Source: an optimization exercise on an open RTL-to-GDS flow (aim: small area and a short achievable clock period). Production flows keep margins and buffers that such runs may drop.
Only simulation tests tie the RTL to the original design; equivalence was not proved.
No activity file was given, so power comes from the tool's default toggle rates.

--- flow/constraint.sdc ---
create_clock -name core_clock -period 7.0 [get_ports {clk}]
set_input_delay 1.4000 -clock core_clock [delete_from_list [all_inputs] [get_ports {clk}]]
set_output_delay 1.4000 -clock core_clock [all_outputs]
set_load 0.01 [all_outputs]
--- flow/config.mk ---
export PLATFORM = sky130hd
export DESIGN_NAME = dct2d
export DESIGN_NICKNAME = dct2d
export VERILOG_FILES = /design/flow/design.v
export SDC_FILE = /design/flow/constraint.sdc
export NUM_CORES = 4
export LEC_CHECK = 0
export CAP_MARGIN = 20
export CORE_MARGIN = 2
export CORE_UTILIZATION = 45
export SLEW_MARGIN = 20
--- flow/run.sh ---
#!/bin/bash
# synth_recipe.tcl (not shown) runs the flow's synth.tcl, then flattens the netlist and writes it again
# the make line also repeats each setting of config.mk as NAME=value (left out here)
make -C /OpenROAD-flow-scripts/flow DESIGN_CONFIG=/design/flow/config.mk WORK_HOME=/design/flow/orfs CLKGATE_MAP_FILE= SYNTH_SCRIPT=/design/flow/synth_recipe.tcl finish
--- flow/design.v ---
package dctPkg;
  typedef struct packed {
    logic                        valid;
    logic signed [8-1:0] data;
  } samplePort_t;
  typedef struct packed {
    logic                       valid;
    logic signed [12-1:0] data;
  } stagePort_t;
  typedef struct packed {
    logic                     valid;
    logic signed [14-1:0] data;
  } coefPort_t;
  typedef enum logic [1:0] {
    PASS_IDLE = 2'd0,
    PASS_EMIT = 2'd1
  } passState_t;
  typedef enum logic [1:0] {
    BANK_FREE     = 2'd0,
    BANK_FILLING  = 2'd1,
    BANK_DRAINING = 2'd2
  } bankState_t;
endpackage
`timescale 1ns/10ps
module coefRom (
  input  logic                                 clk,
  input  logic [2:0]                           idx,
  output logic [8/2*10-1:0]        coefs
);
  logic [8/2*10-1:0] row;
  always_comb begin
    case (idx)
      3'd0:    row = {10'sd181,  10'sd181,  10'sd181,  10'sd181};
      3'd1:    row = {10'sd50,   10'sd142,  10'sd213,  10'sd251};
      3'd2:    row = {-10'sd237, -10'sd98,  10'sd98,   10'sd237};
      3'd3:    row = {-10'sd142, -10'sd251, -10'sd50,  10'sd213};
      3'd4:    row = {10'sd181,  -10'sd181, -10'sd181, 10'sd181};
      3'd5:    row = {10'sd213,  10'sd50,   -10'sd251, 10'sd142};
      3'd6:    row = {-10'sd98,  10'sd237,  -10'sd237, 10'sd98};
      default: row = {-10'sd251, 10'sd213,  -10'sd142, 10'sd50};
    endcase
  end
  always_ff @(posedge clk) begin
    coefs <= row;
  end
endmodule
`timescale 1ns/10ps
module dctPass #(
  parameter int IN_W      = 8,
  parameter int OUT_WIDTH = 12
) (
  input  logic                        clk,
  input  logic                        rst_n,
  input  logic signed [IN_W-1:0]      inData,
  input  logic                        inValid,
  output logic signed [OUT_WIDTH-1:0] outData,
  output logic                        outValid
);
  localparam int HALF   = 8 / 2;
  localparam int SUM_W  = IN_W + 1;
  localparam int PROD_W = 10 + SUM_W;
  localparam int RND_W  = PROD_W - 9;
  localparam int ACC_W  = RND_W + 2;
  localparam logic signed [PROD_W-1:0] ROUND_BIAS = PROD_W'(1 << (9 - 1));
  logic signed [IN_W-1:0]    lineBuf [8-1];
  logic signed [IN_W-1:0]    group [8];
  logic [2:0]                inCnt;
  logic                      groupDone;
  logic signed [SUM_W-1:0]   holdSum [HALF];
  logic signed [SUM_W-1:0]   holdDiff [HALF];
  dctPkg::passState_t                state;
  logic [2:0]                kCnt;
  logic [HALF*10-1:0]   coefBus;
  logic signed [10-1:0] coefs [HALF];
  logic signed [SUM_W-1:0]   opReg [HALF];
  logic                      opValid;
  logic signed [PROD_W-1:0]  rawProd [HALF];
  logic signed [RND_W-1:0]   rndProd [HALF];
  logic signed [RND_W-1:0]   prodReg [HALF];
  logic                      prodValid;
  logic signed [ACC_W-1:0]   accSum;
  assign groupDone = inValid && (inCnt == 3'(8 - 1));
  always_ff @(posedge clk or negedge rst_n) begin
    if (!rst_n) begin
      inCnt <= '0;
    end else if (inValid) begin
      inCnt <= inCnt + 3'd1;
    end
  end
  always_ff @(posedge clk) begin
    if (inValid) begin
      lineBuf[0] <= inData;
      for (int i = 1; i < 8 - 1; i++) begin
        lineBuf[i] <= lineBuf[i-1];
      end
    end
  end
  always_comb begin
    for (int n = 0; n < 8 - 1; n++) begin
      group[n] = lineBuf[8-2-n];
    end
    group[8-1] = inData;
  end
  always_ff @(posedge clk) begin
    if (groupDone) begin
      for (int n = 0; n < HALF; n++) begin
        holdSum[n]  <= SUM_W'(group[n]) + SUM_W'(group[8-1-n]);
        holdDiff[n] <= SUM_W'(group[n]) - SUM_W'(group[8-1-n]);
      end
    end
  end
  always_ff @(posedge clk or negedge rst_n) begin
    if (!rst_n) begin
      state <= dctPkg::PASS_IDLE;
      kCnt  <= '0;
    end else if (groupDone) begin
      state <= dctPkg::PASS_EMIT;
      kCnt  <= '0;
    end else if (state == dctPkg::PASS_EMIT) begin
      kCnt <= kCnt + 3'd1;
      if (kCnt == 3'(8 - 1)) begin
        state <= dctPkg::PASS_IDLE;
      end
    end
  end
  coefRom rom (
    .clk   (clk),
    .idx   (kCnt),
    .coefs (coefBus)
  );
  always_comb begin
    for (int n = 0; n < HALF; n++) begin
      coefs[n] = $signed(coefBus[n*10 +: 10]);
    end
  end
  always_ff @(posedge clk) begin
    for (int n = 0; n < HALF; n++) begin
      opReg[n] <= kCnt[0] ? holdDiff[n] : holdSum[n];
    end
  end
  always_comb begin
    for (int n = 0; n < HALF; n++) begin
      rawProd[n] = PROD_W'(coefs[n]) * PROD_W'(opReg[n]) + ROUND_BIAS;
      rndProd[n] = rawProd[n][PROD_W-1:9];
    end
  end
  always_ff @(posedge clk) begin
    for (int n = 0; n < HALF; n++) begin
      prodReg[n] <= rndProd[n];
    end
  end
  always_comb begin
    accSum = '0;
    for (int n = 0; n < HALF; n++) begin
      accSum = accSum + ACC_W'(prodReg[n]);
    end
  end
  always_ff @(posedge clk) begin
    if (prodValid) begin
      outData <= accSum[OUT_WIDTH-1:0];
    end
  end
  always_ff @(posedge clk or negedge rst_n) begin
    if (!rst_n) begin
      opValid   <= 1'b0;
      prodValid <= 1'b0;
      outValid  <= 1'b0;
    end else begin
      opValid   <= (state == dctPkg::PASS_EMIT);
      prodValid <= opValid;
      outValid  <= prodValid;
    end
  end
endmodule
`timescale 1ns/10ps
module transposeBuffer (
  input  logic                clk,
  input  logic                rst_n,
  input  dctPkg::stagePort_t  z,
  output dctPkg::stagePort_t  t
);
  logic signed [12-1:0] bankMem [2*64];
  dctPkg::bankState_t                 bankState0;
  dctPkg::bankState_t                 bankState1;
  dctPkg::bankState_t                 wrState;
  dctPkg::bankState_t                 rdState;
  logic                       wrBank;
  logic                       rdBank;
  logic [5:0]                 wrPtr;
  logic [5:0]                 rdPtr;
  logic [5:0]                 rdAddr;
  logic                       wrEn;
  logic                       wrLast;
  logic                       rdEn;
  logic                       rdLast;
  logic                       tValid;
  logic signed [12-1:0] tData;
  assign wrState = wrBank ? bankState1 : bankState0;
  assign rdState = rdBank ? bankState1 : bankState0;
  assign wrEn   = z.valid && (wrState != dctPkg::BANK_DRAINING);
  assign wrLast = wrEn && (wrPtr == 6'(64 - 1));
  assign rdEn   = (rdState == dctPkg::BANK_DRAINING);
  assign rdLast = rdEn && (rdPtr == 6'(64 - 1));
  assign rdAddr = {rdPtr[2:0], rdPtr[5:3]};
  always_ff @(posedge clk or negedge rst_n) begin
    if (!rst_n) begin
      wrBank     <= 1'b0;
      rdBank     <= 1'b0;
      wrPtr      <= '0;
      rdPtr      <= '0;
      bankState0 <= dctPkg::BANK_FREE;
      bankState1 <= dctPkg::BANK_FREE;
      tValid     <= 1'b0;
    end else begin
      if (wrEn) begin
        wrPtr <= wrPtr + 6'd1;
        if (wrLast) begin
          if (wrBank) bankState1 <= dctPkg::BANK_DRAINING;
          else        bankState0 <= dctPkg::BANK_DRAINING;
          wrBank <= ~wrBank;
        end else begin
          if (wrBank) bankState1 <= dctPkg::BANK_FILLING;
          else        bankState0 <= dctPkg::BANK_FILLING;
        end
      end
      if (rdEn) begin
        rdPtr <= rdPtr + 6'd1;
        if (rdLast) begin
          if (rdBank) bankState1 <= dctPkg::BANK_FREE;
          else        bankState0 <= dctPkg::BANK_FREE;
          rdBank <= ~rdBank;
        end
      end
      tValid <= rdEn;
    end
  end
  always_ff @(posedge clk) begin
    if (wrEn) begin
      bankMem[{wrBank, wrPtr}] <= z.data;
    end
  end
  always_ff @(posedge clk) begin
    if (rdEn) begin
      tData <= bankMem[{rdBank, rdAddr}];
    end
  end
  assign t.valid = tValid;
  assign t.data  = tData;
endmodule
`timescale 1ns/10ps
module dct2d (
  input  logic                        clk,
  input  logic                        rst_n,
  input  logic                        x_valid,
  input  logic signed [8-1:0] x_data,
  output logic                        y_valid,
  output logic signed [14-1:0]    y_data
);
  dctPkg::stagePort_t              z;
  dctPkg::stagePort_t              t;
  logic signed [14-1:0] colData;
  logic                    colValid;
  dctPass #(
    .IN_W      (8),
    .OUT_WIDTH (12)
  ) rowPass (
    .clk      (clk),
    .rst_n    (rst_n),
    .inData   (x_data),
    .inValid  (x_valid),
    .outData  (z.data),
    .outValid (z.valid)
  );
  transposeBuffer tBuf (
    .clk   (clk),
    .rst_n (rst_n),
    .z     (z),
    .t     (t)
  );
  dctPass #(
    .IN_W      (12),
    .OUT_WIDTH (14)
  ) colPass (
    .clk      (clk),
    .rst_n    (rst_n),
    .inData   (t.data),
    .inValid  (t.valid),
    .outData  (colData),
    .outValid (colValid)
  );
  assign y_valid = colValid;
  assign y_data  = colData;
endmodule
==> run notes <==
-- cell usage after synthesis, drive strengths merged (127+ instances only) --
master / number / area share [%]
a21oi: 222 / 0.97
and2: 284 / 1.5
clkbuf: 230 / 0.75
dfxtp: 252 / 4.4
edfxtp: 1882 / 49
fa: 756 / 13
ha: 576 / 6.3
inv: 1128 / 3.7
mux2i: 151 / 1.3
mux4: 386 / 7.5
nand2: 575 / 1.9
nor2: 329 / 1.1
nor2b: 127 / 0.69
xnor2: 190 / 1.4
-- stage by stage --
| step | setup slack, ns | hold slack, ns | instances | power [mW] |
|---|---|---|---|---|
| finish | 0.838 | 0.324 | 11671 | 64.6 |
| global route | 0.648 | 0.343 | 11670 | 71.0 |
| CTS | 0.921 | 0.329 | 11669 | 65.6 |
| detailed placement | 0.967 | 0.327 | 11248 | 53.2 |
| global placement | 1.02 | 0.325 | 11246 | 52.3 |
| floorplan | 1.31 | 0.323 | 8015 | 44.2 |
-- routing by layer --
layer  wire (um)  track usage (%)
met1      112000             27.5
met2      126000             33.5
met3       11400             2.54
met4        5310             4.59
met5           0                0
-- cells in the final DEF (no fill, tap or decap), types with 63 or more instances in the layout --
cell type / netlist / routed
a211oi_1: 79 / 79
a21oi_1: 221 / 221
and2_1: 283 / 281
buf_4: 1 / 133
clkbuf_16: 0 / 228
dfxtp_1: 252 / 252
edfxtp_1: 1882 / 1882
fa_1: 756 / 756
ha_1: 576 / 576
inv_1: 1128 / 1128
mux2_2: 91 / 91
mux2i_1: 151 / 151
mux4_2: 386 / 386
nand2_1: 575 / 569
nor2_1: 329 / 286
nor2b_1: 127 / 127
nor3_1: 63 / 63
o21ai_0: 94 / 94
xnor2_1: 190 / 190
-- cell families (layout without fill, tap and decap cells) --
logic type | Yosys count | after routing | synth area share, %
DFF | 2173 | 2173 | 54.3
and+or+nand+nor | 1550 | 1550 | 6.39
buffers and inverters | 1435 | 1723 | 4.74
adders and majority gates | 1332 | 1332 | 19.4
AOI/OAI and AO/OA | 645 | 645 | 3.53
muxes | 628 | 628 | 9.75
xor gates and xnor gates | 252 | 252 | 1.92
other | 0 | 2 | 0
-- worst max path at each step --
stage                          start                endpoint  slack, ns  cells after the start
2_1_floorplan            tBuf.tValid  colPass.holdDiff[0][0]       1.31                      2
3_3_place_gp   colPass.rom.coefs[31]  colPass.prodReg[0][13]       1.02                     17
3_5_place_dp   colPass.rom.coefs[31]  colPass.prodReg[0][13]       0.97                     17
4_1_cts        colPass.rom.coefs[31]  colPass.prodReg[0][13]       0.92                     17
5_1_grt        colPass.rom.coefs[31]  colPass.prodReg[0][13]       0.65                     17
6_report       colPass.rom.coefs[31]  colPass.prodReg[0][13]       0.84                     17
-- final cells by class --
type / count / area [sq um]
Antenna cell: 2 / 5.00
Clock buffer: 281 / 5940
Clock inverter: 140 / 1430
Fill cell: 21386 / 127000
Inverter: 1130 / 4240
Multi-Input combinational cell: 4407 / 47300
Sequential cell: 2173 / 62600
Tap cell: 3366 / 4210
Timing Repair Buffer: 172 / 1500
-- flip-flops by register name, indices dropped and copies added (netlist names), 32 cells and up --
signal	count
rowPass.lineBuf	56
colPass.prodReg	56
rowPass.rom.coefs	34
colPass.lineBuf	84
colPass.rom.coefs	34
colPass.holdSum	48
rowPass.prodReg	40
colPass.holdDiff	52
rowPass.holdSum	32
colPass.opReg	52
tBuf.bankMem	1536
rowPass.opReg	36
rowPass.holdDiff	36
-- power groups by stage --
| stage | logic [mW] | registers (mW) | clock network [mW] |
|---|---|---|---|
| floorplan | 26.0 | 18.2 | 0 |
| global placement | 34.4 | 17.9 | 0 |
| CTS | 35.8 | 17.6 | 12.1 |
| global route | 40.6 | 17.7 | 12.7 |
| detailed placement | 35.3 | 17.9 | 0 |
| finish | 35.0 | 17.7 | 11.9 |
==> out/results.ini <==
[global_route]
grt_pass1_vias = 64717
grt_first_pass_wirelength_mm = 393
antenna_found_initial = 3
grt_overflow = 0
grt_max_degree = 96
grt_usage_pct = 19.9

[critical_path]
r2r-end = colPass.prodReg[0][13]
path_delay_family = adder cells
max_stage_delay_ns = 0.85
crit_required_ns = 7.78
worstSetupStartpointType = flip-flop
reg2reg_depth = 17
crit_arrival_ns = 6.94
r2r_slack_ns = 0.84
cp_slowest_cell = dfxtp_1
critPathBufInv = 2
r2r-start = colPass.rom.coefs[31]
crit_type = reg2reg
cp-end-kind = flip-flop
worst-path-max-fanout = 14
worstPathCellList = buf_4 -> nand2_1 -> fa_1 -> fa_1 -> fa_1 -> inv_1 -> fa_1 -> fa_1 -> ha_1 -> a21o_1 -> a21oi_1 -> nor3b_1 -> a21oi_1 -> o31a_1 -> a41o_1 -> o41ai_1 -> xnor2_1
cpMostUsedCell = fa_1

[floorplan]
die_y_um = 510
die_w_um = 510
rows = 185
start_util_pct = 45.3
ios = 26
design.core.area_sq_mm = 0.254
design.die.area_sq_mm = 0.260

[yosys]
syn_area_per_cell_sq_um = 14.4
synth_cell_type_count = 70
synthesis.nets = 9358
synth-edff-count = 1882
synthCells = 8015
ys_seq_elements = 2173
synth_seq_area_share_pct = 54.3
async_flop_share_pct = 1.79
ys.flop_type = edfxtp_1
netlist_area_sq_mm = 0.115
ys_warn_count = 22

[drt]
drc = 0
via_per_inst = 5.30
routed_wl_mm = 255
ant_nets = 0
drtIter0Drc = 4728
vias = 61857
routedWlPerCell_um = 21.8
dr.pass1.iters = 5

[sta]
layout_worst_path_cycle_share_pct = 88.0
max_freq_ghz = 0.162
final_max_slew_viol_count = 0
worstMarginPinSlew_ns = 1.12
setup_violations = 0
clock_skew_ns = 0.0816
hold_violations = 0
setup-tns-final_ns = 0
fin_crit_ns = 6.16
rsz0062_at_grt = false
slew_headroom_pct = 25.2

[pwr]
comb_power_share_pct = 54.2
netSwitchingFraction_pct = 40.1
power_frac_seq_pct = 27.4
power_frac_clock_pct = 18.4
power.internal_mw = 38.7
p_sw_mw = 25.9
peakVddDrop_uv = 1590
p_leak_nw = 47.9
powerDensity_mw_per_mm2 = 507

[finish]
syn_to_final_growth_pct = 10.4
utilization_pct = 50.0
layout-drive-gt1-share_pct = 12.4
nets = 9450
finalInstanceArea_sq_mm = 0.127

[min_path]
hp-class = reg2reg
min_from = colPass.holdDiff[1][0]
min_to = colPass.opReg[1][0]
whs_path_depth = 0

[run]
drv_cap = 0

[placed_design]
port-buffer-count = 25
dp_hpwl_mm = 173
place.gp.congestion = 0.845
placed_cell_area_sq_mm = 0.120

[clock_tree]
clock_latency_ns = 0.87
clock-sinks = 2173
cts_resized = 0
post-cts-setup-buffers = 0
hold_buffers = 0
cts_tree = yes
clk_path_buf_depth = 3
cts_made_buffers = 223
cts.clk_slew.worst_paths_ns = 0.06
htree_num_levels = 4
root_buffer = clkbuf_16

[status]
status = timing/DRC/antenna clean

-- re-timing with driven ports --
The flow's constraints put no driver on any port. The routed layout listed below was extracted and timed again, unchanged, in two steps. Step 1 sets driving cells, clkbuf_16 on the clock port and buf_2 on the other inputs (assumed; they add their load-dependent delay and slew). Step 2 also shifts input and output timing later by t, the mid clock arrival at the registers, as if the neighbouring blocks saw the same clock. Three values: no drivers, after step 1, after step 2; two values: the first two.
t (ns): 0.931
setup slack, ns: 0.838 / 0.838 / 0.838
latest minus earliest clock arrival (ns): 0.092 / 0.092
After both steps setup and hold are still met in this run. For this run, drivers alone change the setup slack by 0.000 ns; drivers and shift together by 0.000 ns.
